Context: an optimization exercise on an open-source flow, tuned for small area. The choices shown serve that exercise and are no tape-out recipe.
Only simulation tests tie the RTL to the original design; equivalence was not proved.
No activity file was given, so power comes from the tool's default toggle rates.

## forth_serial
module forth_serial (
	input  logic clk,
	input  logic reset,
	input  logic rx,
	output logic tx,
	output logic led_r,
	output logic led_g,
	output logic led_b
);
Size: about 730 cells after synthesis, about 540 flip-flops.
clock: 15.0 ns
lec_check: 0
abc_area: 1
cap_margin: 20
core_margin: 2
core_utilization: 85
cts_buf_list: sky130_fd_sc_hd__clkbuf_8
cts_cluster_diameter: 50
cts_cluster_size: 20
slew_margin: 20
standard.sh (not shown) runs the stock make flow with config.mk's settings and CLKGATE_MAP_FILE= SYNTH_SCRIPT=/design/flow/synth_recipe.tcl, a recipe that flattens the netlist after the stock synthesis.
==> flow/flow/run.sh <==
#!/bin/bash
# Standard layout (standard.sh), with synthesis mapping combinational
# logic through an area-oriented ABC script (flow/area.scr)
set -euo pipefail
export MY_ABC_SCRIPT=$PWD/flow/area.scr
bash standard.sh SYNTH_SCRIPT=$PWD/flow/synth.tcl "CTS_ARGS=-sink_clustering_enable -repair_clock_nets -sink_clustering_size 20 -sink_clustering_max_diameter 50 -buf_list sky130_fd_sc_hd__clkbuf_8 -dont_use_dummy_load" finish > standard.log 2>&1
==> flow/flow/area.scr <==
strash
balance
rewrite
refactor
balance
rewrite
rewrite -z
balance
refactor -z
rewrite -z
balance
dch -f
amap
==> flow/flow/synth.tcl <==
# The standard synthesis script (synth_recipe.tcl), with only the ABC
# script for combinational mapping swapped for flow/area.scr
proc synth {args} { yosys synth -nofsm -noshare {*}$args }
proc abc {args} {
  set i [lsearch -exact $args -script]
  if { $i >= 0 } { lset args [expr {$i + 1}] $::env(MY_ABC_SCRIPT) }
  yosys abc {*}$args
}
source $::env(SCRIPTS_DIR)/synth.tcl
# left out here: clear keep_hierarchy, flatten, clean up, hide names made inside functions, write 1_2_yosys.v
The baseline failed in detailed placement (3_5_place_dp).
==> next run, changes <==
CORE_UTILIZATION = 70   (was 85)
With this change the flow finished clean.
Area after synthesis does not change.
Synthesized cell count does not change.
==> next run, changes <==
==> flow/flow/run.sh (replaced) <==
#!/bin/bash
# Standard layout (standard.sh), with synthesis mapping combinational
# logic through an area-oriented ABC script (flow/area.scr)
set -euo pipefail
export MY_ABC_SCRIPT=$PWD/flow/area.scr
bash standard.sh SYNTH_SCRIPT=$PWD/flow/synth.tcl "CTS_ARGS=-sink_clustering_enable -repair_clock_nets -sink_clustering_size 20 -sink_clustering_max_diameter 50 -buf_list sky130_fd_sc_hd__clkbuf_8 -dont_use_dummy_load" "BUFFER_PORTS_ARGS=-buffer_cell sky130_fd_sc_hd__buf_1" finish > standard.log 2>&1
CORE_UTILIZATION = 75   (was 70)
Outcome: Core utilization came out higher by 5.8 points; die area came out lower by 6.5%; first-iteration DRC count came out lower by 50%.
==> next run, changes <==
==> flow/flow/run.sh (replaced) <==
#!/bin/bash
# Standard layout (standard.sh), with synthesis mapping combinational
# logic through an area-oriented ABC script (flow/area.scr)
set -euo pipefail
export MY_ABC_SCRIPT=$PWD/flow/area.scr
bash standard.sh SYNTH_SCRIPT=$PWD/flow/synth.tcl "CTS_ARGS=-sink_clustering_enable -repair_clock_nets -sink_clustering_size 22 -sink_clustering_max_diameter 50 -buf_list sky130_fd_sc_hd__clkbuf_8 -root_buf sky130_fd_sc_hd__clkbuf_4 -tree_buf sky130_fd_sc_hd__clkbuf_4 -dont_use_dummy_load" "BUFFER_PORTS_ARGS=-buffer_cell sky130_fd_sc_hd__buf_1" finish > standard.log 2>&1
CORE_UTILIZATION = 80   (was 75)
Outcome: This time the run never finished: it broke off in detailed placement (3_5_place_dp), error DPL-0033; area after synthesis is unchanged; synthesized cell count stays the same.
==> next run, changes <==
==> flow/flow/run.sh (replaced) <==
#!/bin/bash
# Standard layout (standard.sh), with synthesis mapping combinational
# logic through an area-oriented ABC script (flow/area.scr)
set -euo pipefail
export MY_ABC_SCRIPT=$PWD/flow/area.scr
bash standard.sh SYNTH_SCRIPT=$PWD/flow/synth.tcl "CTS_ARGS=-sink_clustering_enable -repair_clock_nets -sink_clustering_size 20 -sink_clustering_max_diameter 50 -buf_list sky130_fd_sc_hd__clkbuf_8 -root_buf sky130_fd_sc_hd__clkbuf_4 -tree_buf sky130_fd_sc_hd__clkbuf_4 -dont_use_dummy_load" "BUFFER_PORTS_ARGS=-buffer_cell sky130_fd_sc_hd__buf_1" finish > standard.log 2>&1
CORE_UTILIZATION = 75   (was 80)
Outcome: Now the flow went through all stages and came out clean. Area after synthesis does not change. Synthesized cell count is unchanged.
==> next run, changes <==
==> flow/flow/run.sh (replaced) <==
#!/bin/bash
# Standard layout (standard.sh), with synthesis mapping combinational
# logic through an area-oriented ABC script (flow/area.scr)
set -euo pipefail
export MY_ABC_SCRIPT=$PWD/flow/area.scr
bash standard.sh SYNTH_SCRIPT=$PWD/flow/synth.tcl "CTS_ARGS=-sink_clustering_enable -repair_clock_nets -sink_clustering_size 22 -sink_clustering_max_diameter 50 -buf_list sky130_fd_sc_hd__clkbuf_8 -root_buf sky130_fd_sc_hd__clkbuf_4 -tree_buf sky130_fd_sc_hd__clkbuf_4 -dont_use_dummy_load" "BUFFER_PORTS_ARGS=-buffer_cell sky130_fd_sc_hd__buf_1" finish > standard.log 2>&1
What happened:
- total power goes down by 1.3%
- flip-flop and latch count is unchanged
- design area goes down by about 0.33%
- sequential power hardly moves
- non-clock buffer count does not change
- via count goes down by about 0.6%
- worst hold slack gets worse by 0.018 ns
- clock-buffer cell count goes down by 4
- routed wire length goes down by 0.64%
- die area stays the same

separate check: timing with driven ports:
How much do the figures lean on ideal ports? The routed layouts below were timed once more, with nothing changed but the port constraints.
Step 1: set_driving_cell puts a clkbuf_16 on clk and a buf_2 on each other input, an assumption about the parent block.
Step 2 adds t to the input delays and takes it off the output delays; t is the mean of the earliest and latest rising clock arrival at the registers after step 1. Input paths then give back, and output paths get back, about the clock's delay inside the block.
Three values: ideal ports, drivers, drivers and shift; two values: the first two.
run | shift t [ns] | setup slack, ns | worst setup path at the end | worst data-port slew with drivers (ns)
the second run | 0.556 | 10.427 / 10.387 / 10.571 | input to register | 0.03
the third run | 0.546 | 10.813 / 10.774 / 10.829 | input to register | 0.03
the fifth run | 0.653 | 10.704 / 10.667 / 10.827 | input to register | 0.03
the sixth run | 0.736 | 10.626 / 10.587 / 10.838 | input to register | 0.03
After both steps every run listed still meets setup and hold.
